This design comes from an exercise in tuning for small area and a short achievable clock period on the open sky130 flow, not from production work.
Where RTL was checked, it was by simulation tests only, not by an equivalence proof against the original.
Power and IR drop assume default switching activity.

==> flow/design.v (excerpt) <==
module tcpStream #(
	parameter int fifoDepth = 64
) (
	input  wire                  CLOCK,
	input  wire                  rst,
	input  wire                  newPkt,
	input  wire                  dataValid,
	input  wire tcpStreamPkg::byteT   data,
	input  wire tcpStreamPkg::ipAddrT srcIp,
	input  wire tcpStreamPkg::portT   srcPort,
	input  wire tcpStreamPkg::ipAddrT dstIp,
	input  wire tcpStreamPkg::portT   dstPort,
	input  wire                  outReady,
	output logic                 outValid,
	output tcpStreamPkg::byteT   outData,
	output logic                 outFirst,
	output logic                 dropped,
	output logic                 gapped
);
==> module frameParser, before the edit <==
module frameParser (
	input  wire                  CLOCK,
	input  wire                  rst,
	input  wire                  newPkt,
	input  wire                  byteIn,		 
	input  wire tcpStreamPkg::byteT   data,
	input  wire                  isVlanHi,	 
	input  wire                  isIpv4Hi,
	input  wire                  isIpv4Lo,
	input  wire                  isTcp,
	input  wire tcpStreamPkg::ipAddrT srcIp,
	input  wire tcpStreamPkg::ipAddrT dstIp,
	input  wire tcpStreamPkg::portT   srcPort,
	input  wire tcpStreamPkg::portT   dstPort,
	output logic                 payNext,	 
	output logic                 payFirst,
	output logic                 segValid,
	output tcpStreamPkg::seqNumT segSeq,
	output logic                 segSyn,
	output tcpStreamPkg::lenT    segLen
);
	logic sMac, sEthHi, sEthLo, sVlan, sIpFixed, sIpOpt, sTcpPorts, sTcpSeq;
	logic sTcpAck, sTcpOffset, sTcpFlags, sTcpRest, sTcpOpt, sPayload;
	tcpStreamPkg::cntT    left;		 
	tcpStreamPkg::cntT    leftLoad;
	logic                 fieldLast;
	logic                 hdrDone;
	logic [3:0]           ihl;
	logic [3:0]           dataOff;
	logic                 ipTcp;
	tcpStreamPkg::seqNumT seqReg;
	logic                 synFlag;
	logic                 match;		 
	logic                 firstFlag;
	tcpStreamPkg::lenT    payLeft;
	logic [8:0]           payLenLo;	 
	logic [3:0]           hdrWords;
	logic                 hiBorrow;	 
	logic                 loZero;		 
	logic                 payLast;		 
	logic                 payNonZero;	 
	tcpStreamPkg::byteT   cmpByte;
	logic [11:0]          cmpSel;		 
	logic                 cmpIn;
	logic ihlLow, ihlMin, ihlOpt, offMin, offOpt;
	assign ihlLow = ihl < MIN_HDR_WORDS;
	assign ihlMin = ihl == MIN_HDR_WORDS;
	assign ihlOpt = ihl > MIN_HDR_WORDS;
	assign offMin = dataOff == MIN_HDR_WORDS;
	assign offOpt = dataOff > MIN_HDR_WORDS;
	assign fieldLast = left == '0;
	assign hdrDone = byteIn && fieldLast && ((sTcpRest && offMin) || sTcpOpt);
	assign payFirst = firstFlag;
	assign segValid = !rst && hdrDone && match;
	assign segSeq   = seqReg;
	assign segSyn   = synFlag;
	assign segLen   = payLeft;	 
	assign hdrWords = sTcpOffset ? ihl : dataOff;
	assign payLenLo = {1'b0, payLeft[7:0]} - {3'b000, hdrWords, 2'b00};
	assign leftLoad =
		({6{sEthHi && isVlanHi}}              & (VLAN_BYTES - 1'b1)) |
		({6{sEthLo}}                          & (IP_FIXED_BYTES - 1'b1)) |
		({6{sIpFixed && ihlOpt}}              & {4'(ihl - 4'd6), 2'b11}) |
		({6{(sIpFixed && !ihlOpt) || sIpOpt || sTcpPorts || sTcpSeq}} & (TCP_SEQ_BYTES - 1'b1)) |
		({6{sTcpFlags}}                       & (TCP_REST_BYTES - 1'b1)) |
		({6{sTcpRest}}                        & {4'(dataOff - 4'd6), 2'b11});
	assign payNext = !rst && !newPkt &&
		(byteIn ? (hdrDone && match && payNonZero) || (sPayload && !payLast) : sPayload);
	always_ff @(posedge CLOCK) begin
		if (rst) begin
			{sMac, sEthHi, sEthLo, sVlan, sIpFixed, sIpOpt, sTcpPorts, sTcpSeq} <= '0;
			{sTcpAck, sTcpOffset, sTcpFlags, sTcpRest, sTcpOpt, sPayload} <= '0;
			match     <= 1'b0;
			firstFlag <= 1'b0;
		end else if (newPkt) begin
			{sMac, sEthHi, sEthLo, sVlan, sIpFixed, sIpOpt, sTcpPorts, sTcpSeq} <= 8'b1000_0000;
			{sTcpAck, sTcpOffset, sTcpFlags, sTcpRest, sTcpOpt, sPayload} <= '0;
			match <= 1'b1;
		end else if (byteIn) begin
			sMac       <= sMac && !fieldLast;
			sEthHi     <= (sMac || sVlan) && fieldLast;
			sVlan      <= (sEthHi && isVlanHi) || (sVlan && !fieldLast);
			sEthLo     <= sEthHi && !isVlanHi && isIpv4Hi;
			sIpFixed   <= (sEthLo && isIpv4Lo) || (sIpFixed && !fieldLast);
			sIpOpt     <= (sIpFixed && fieldLast && ihlOpt) || (sIpOpt && !fieldLast);
			sTcpPorts  <= (((sIpFixed && ihlMin) || sIpOpt) && fieldLast && ipTcp) ||
				(sTcpPorts && !fieldLast);
			sTcpSeq    <= (sTcpPorts && fieldLast) || (sTcpSeq && !fieldLast);
			sTcpAck    <= (sTcpSeq && fieldLast) || (sTcpAck && !fieldLast);
			sTcpOffset <= sTcpAck && fieldLast;
			sTcpFlags  <= sTcpOffset;
			sTcpRest   <= sTcpFlags || (sTcpRest && !fieldLast);
			sTcpOpt    <= (sTcpRest && fieldLast && offOpt) || (sTcpOpt && !fieldLast);
			sPayload   <= payNext;
			if (cmpIn && data != cmpByte)
				match <= 1'b0;
			if (hdrDone && match && payNonZero)
				firstFlag <= 1'b1;
			else if (sPayload)
				firstFlag <= 1'b0;
		end
	end
	always_ff @(posedge CLOCK) begin
		if (newPkt)
			left <= MAC_BYTES - 1'b1;
		else if (byteIn)
			left <= fieldLast ? leftLoad : left - 1'b1;
	end
	assign cmpIn = byteIn && ((sIpFixed && left <= IP_FIXED_BYTES - 1'b1 - IP_SRC_POS) || sTcpPorts);
	logic [95:0] sessBytes;
	assign sessBytes = {srcIp, dstIp, srcPort, dstPort};
	always_comb begin
		cmpByte = '0;
		for (int i = 0; i < 12; i++)
			cmpByte = cmpByte | (sessBytes[95 - 8 * i -: 8] & {8{cmpSel[i]}});
	end
	always_ff @(posedge CLOCK) begin
		if (newPkt)
			cmpSel <= 12'b0000_0000_0001;
		else if (cmpIn)
			cmpSel <= {cmpSel[10:0], 1'b0};
	end
	always_ff @(posedge CLOCK) begin
		if (byteIn) begin
			if (sIpFixed && left == IP_FIXED_BYTES - 1'b1)
				ihl <= data[3:0];
			if (sIpFixed && left == IP_FIXED_BYTES - 1'b1 - IP_PROTO_POS)
				ipTcp <= isTcp;
			if (sTcpSeq)
				seqReg <= {seqReg[23:0], data};	 
			if (sTcpOffset)
				dataOff <= data[7:4];
			if (sTcpFlags)
				synFlag <= data[1];
		end
	end
	always_ff @(posedge CLOCK) begin
		if (hiBorrow)
			payLeft[15:8] <= payLeft[15:8] - 1'b1;
		hiBorrow <= 1'b0;
		if (byteIn) begin
			if (sPayload) begin
				payLeft[7:0] <= payLeft[7:0] - 1'b1;
				if (loZero) payLeft[15:8] <= payLeft[15:8] - 1'b1;
			end else if (sIpFixed && left == IP_FIXED_BYTES - 1'b1 - IP_LEN_HI_POS)
				payLeft[15:8] <= data;
			else if (sIpFixed && left == IP_FIXED_BYTES - 1'b1 - IP_LEN_LO_POS)
				payLeft[7:0] <= data;
			else if (sTcpOffset || sTcpFlags) begin
				payLeft[7:0] <= payLenLo[7:0];
				hiBorrow     <= payLenLo[8];
			end
		end
		loZero     <= (byteIn && sPayload) ? payLeft[7:0] == 8'd1 : payLeft[7:0] == 8'd0;
		payLast    <= (byteIn && sPayload) ? payLeft == 16'd2 : payLeft == 16'd1;
		payNonZero <= payLeft != '0;
	end
endmodule
export LEC_CHECK = 0
export ABC_CLOCK_PERIOD_IN_PS = 2200
export CAP_MARGIN = 20
export CORE_MARGIN = 2
export CORE_UTILIZATION = 55
export CTS_BUF_LIST = sky130_fd_sc_hd__clkbuf_16
export CTS_CLUSTER_DIAMETER = 120
export CTS_CLUSTER_SIZE = 24
export PLACE_DENSITY = 0.7
export SETUP_SLACK_MARGIN = 3.3
export SLEW_MARGIN = 20
create_clock -name core_clock -period 5.5 [get_ports {CLOCK}]
standard.sh (not shown) runs the stock make flow with config.mk's settings and CLKGATE_MAP_FILE= SYNTH_SCRIPT=/design/flow/synth_recipe.tcl, a recipe that flattens the netlist after the stock synthesis.
==> flow/flow/run.sh <==
#!/bin/bash
# The standard layout, with plain buffers on the ports in place of the
# delay buffers that buffer_ports picks by default. Every port still gets
# its own buffer.
set -euo pipefail
export BUFFER_PORTS_ARGS="-buffer_cell sky130_fd_sc_hd__buf_1"
bash standard.sh > standard.log 2>&1
Edit:
--- a/flow/design.v
+++ b/flow/design.v
@@ -93,4 +93,5 @@
 	tcpStreamPkg::byteT   cmpByte;
 	logic [11:0]          cmpSel;		 
+	tcpStreamPkg::byteT   cmpNext;
 	logic                 cmpIn;
 	logic ihlLow, ihlMin, ihlOpt, offMin, offOpt;
@@ -162,13 +163,16 @@
 	assign sessBytes = {srcIp, dstIp, srcPort, dstPort};
 	always_comb begin
-		cmpByte = '0;
-		for (int i = 0; i < 12; i++)
-			cmpByte = cmpByte | (sessBytes[95 - 8 * i -: 8] & {8{cmpSel[i]}});
+		cmpNext = '0;
+		for (int i = 1; i < 12; i++)
+			cmpNext = cmpNext | (sessBytes[95 - 8 * i -: 8] & {8{cmpSel[i]}});
 	end
 	always_ff @(posedge CLOCK) begin
-		if (newPkt)
-			cmpSel <= 12'b0000_0000_0001;
-		else if (cmpIn)
-			cmpSel <= {cmpSel[10:0], 1'b0};
+		if (newPkt) begin
+			cmpByte <= sessBytes[95:88];
+			cmpSel  <= 12'b0000_0000_0010;
+		end else if (cmpIn) begin
+			cmpByte <= cmpNext;
+			cmpSel  <= {cmpSel[10:0], 1'b0};
+		end
 	end
 	always_ff @(posedge CLOCK) begin
The new run finished with timing, DRC and antenna clean.
Die area climbs slightly.
Routed wire length fell by a few percent.
Setup slack improved by 250 ps.
Area after synthesis came out higher slightly.
Clock skew fell by 8.9 ps.
Via count decreases slightly.
The RTL of the first run of this note was laid out without a check of its function.

---

Another version of the RTL of tcpStream (not shown whole).
For scale: roughly 2100 cells after synthesis, roughly 740 flip-flops, ~120 I/O pins, ~30000 µm² of cells after synthesis.
export LEC_CHECK = 0
export ABC_CLOCK_PERIOD_IN_PS = 2200
export CAP_MARGIN = 20
export CORE_MARGIN = 2
export CORE_UTILIZATION = 40
export CTS_BUF_LIST = sky130_fd_sc_hd__clkbuf_16
export CTS_CLUSTER_DIAMETER = 120
export CTS_CLUSTER_SIZE = 24
export PLACE_DENSITY = 0.6
export SETUP_SLACK_MARGIN = 3.3
export SLEW_MARGIN = 20
create_clock -name core_clock -period 5.5 [get_ports {CLOCK}]
Scripts as last shown in full above: flow/flow/run.sh
The starting point went through all stages and came out clean.
Then changed:
--- a/flow/design.v
+++ b/flow/design.v
@@ -83,24 +83,25 @@
 	logic                 synFlag;
 	logic                 match;		 
 	logic                 firstFlag;
 	tcpStreamPkg::lenT    payLeft;
 	logic [8:0]           payLenLo;	 
 	logic [3:0]           hdrWords;
 	logic                 hiBorrow;	 
 	logic                 loZero;		 
 	logic                 payLast;		 
 	logic                 payNonZero;	 
 	tcpStreamPkg::byteT   cmpByte;
 	logic [11:0]          cmpSel;		 
+	tcpStreamPkg::byteT   cmpNext;
 	logic                 cmpIn;
 	logic ihlLow, ihlMin, ihlOpt, offMin, offOpt;
 	assign ihlLow = ihl < MIN_HDR_WORDS;
 	assign ihlMin = ihl == MIN_HDR_WORDS;
 	assign ihlOpt = ihl > MIN_HDR_WORDS;
 	assign offMin = dataOff == MIN_HDR_WORDS;
 	assign offOpt = dataOff > MIN_HDR_WORDS;
 	assign fieldLast = left == '0;
 	assign hdrDone = byteIn && fieldLast && ((sTcpRest && offMin) || sTcpOpt);
 	assign payFirst = firstFlag;
 	assign segValid = !rst && hdrDone && match;
 	assign segSeq   = seqReg;
@@ -152,31 +153,36 @@
 		end
 	end
 	always_ff @(posedge CLOCK) begin
 		if (newPkt)
 			left <= MAC_BYTES - 1'b1;
 		else if (byteIn)
 			left <= fieldLast ? leftLoad : left - 1'b1;
 	end
 	assign cmpIn = byteIn && ((sIpFixed && left <= IP_FIXED_BYTES - 1'b1 - IP_SRC_POS) || sTcpPorts);
 	logic [95:0] sessBytes;
 	assign sessBytes = {srcIp, dstIp, srcPort, dstPort};
 	always_comb begin
-		for (int i = 0; i < 8; i++)
-			cmpSel[i] = sIpFixed && left[2:0] == 3'(7 - i);
-		for (int i = 8; i < 12; i++)
-			cmpSel[i] = sTcpPorts && left[1:0] == 2'(11 - i);
-		cmpByte = '0;
-		for (int i = 0; i < 12; i++)
-			cmpByte = cmpByte | (sessBytes[95 - 8 * i -: 8] & {8{cmpSel[i]}});
+		cmpNext = '0;
+		for (int i = 1; i < 12; i++)
+			cmpNext = cmpNext | (sessBytes[95 - 8 * i -: 8] & {8{cmpSel[i]}});
+	end
+	always_ff @(posedge CLOCK) begin
+		if (newPkt) begin
+			cmpByte <= sessBytes[95:88];
+			cmpSel  <= 12'b0000_0000_0010;
+		end else if (cmpIn) begin
+			cmpByte <= cmpNext;
+			cmpSel  <= {cmpSel[10:0], 1'b0};
+		end
 	end
 	always_ff @(posedge CLOCK) begin
 		if (byteIn) begin
 			if (sIpFixed && left == IP_FIXED_BYTES - 1'b1)
 				ihl <= data[3:0];
 			if (sIpFixed && left == IP_FIXED_BYTES - 1'b1 - IP_PROTO_POS)
 				ipTcp <= isTcp;
 			if (sTcpSeq)
 				seqReg <= {seqReg[23:0], data};	 
 			if (sTcpOffset)
 				dataOff <= data[7:4];
 			if (sTcpFlags)
Effect: The changed run finished clean; power went up slightly; worst setup slack gains 0.088 ns; fmax increases by a few percent; routed wire length decreases by a few percent; worst hold slack barely changes; die area rises slightly; utilization drops by 1.1 points; final cell count fell slightly; via count shrinks by a few percent; clock power stays flat.
Only the layout flow was run in the first run of this note; the RTL was not checked for function there.

-- re-timing with driven ports --
The results above use ideal ports. As a check the final layouts listed here were re-extracted and re-timed, cells and wires unchanged.
Step 1 (the two cells are an assumption about what drives the block):
set clk [get_ports {CLOCK}]
set_driving_cell -lib_cell sky130_fd_sc_hd__clkbuf_16 $clk
set_driving_cell -lib_cell sky130_fd_sc_hd__buf_2 [delete_from_list [all_inputs] $clk]
Step 2 adds t to the input delays and takes it off the output delays; t is the mean of the earliest and latest rising clock arrival at the registers after step 1. Input paths then give back, and output paths get back, about the clock's delay inside the block.
Slacks: no drivers / after step 1 / after step 2; pairs: no drivers / after step 1.
| run | shift t [ns] | setup WS [ns] | hold slack, ns | worst setup path after step 2 | clock arrival spread, ns |
|---|---|---|---|---|---|
| the first run of note 1 | 0.637 | 3.042 / 3.042 / 2.413 | 0.413 / 0.413 / 0.413 | input to register | 0.038 / 0.038 |
| the second run of note 1 | 0.635 | 3.296 / 3.236 / 2.799 | 0.423 / 0.423 / 0.423 | input to register | 0.017 / 0.017 |
| the first run of note 2 | 0.655 | 3.196 / 3.196 / 2.645 | 0.412 / 0.412 / 0.412 | input to register | 0.059 / 0.058 |
| the second run of note 2 | 0.651 | 3.285 / 3.220 / 2.687 | 0.412 / 0.412 / 0.412 | input to register | 0.042 / 0.043 |
After both steps every run listed still meets setup and hold. For the first run of note 1, which loses most, drivers alone change the setup slack by 0.000 ns; drivers and shift together by -0.629 ns.
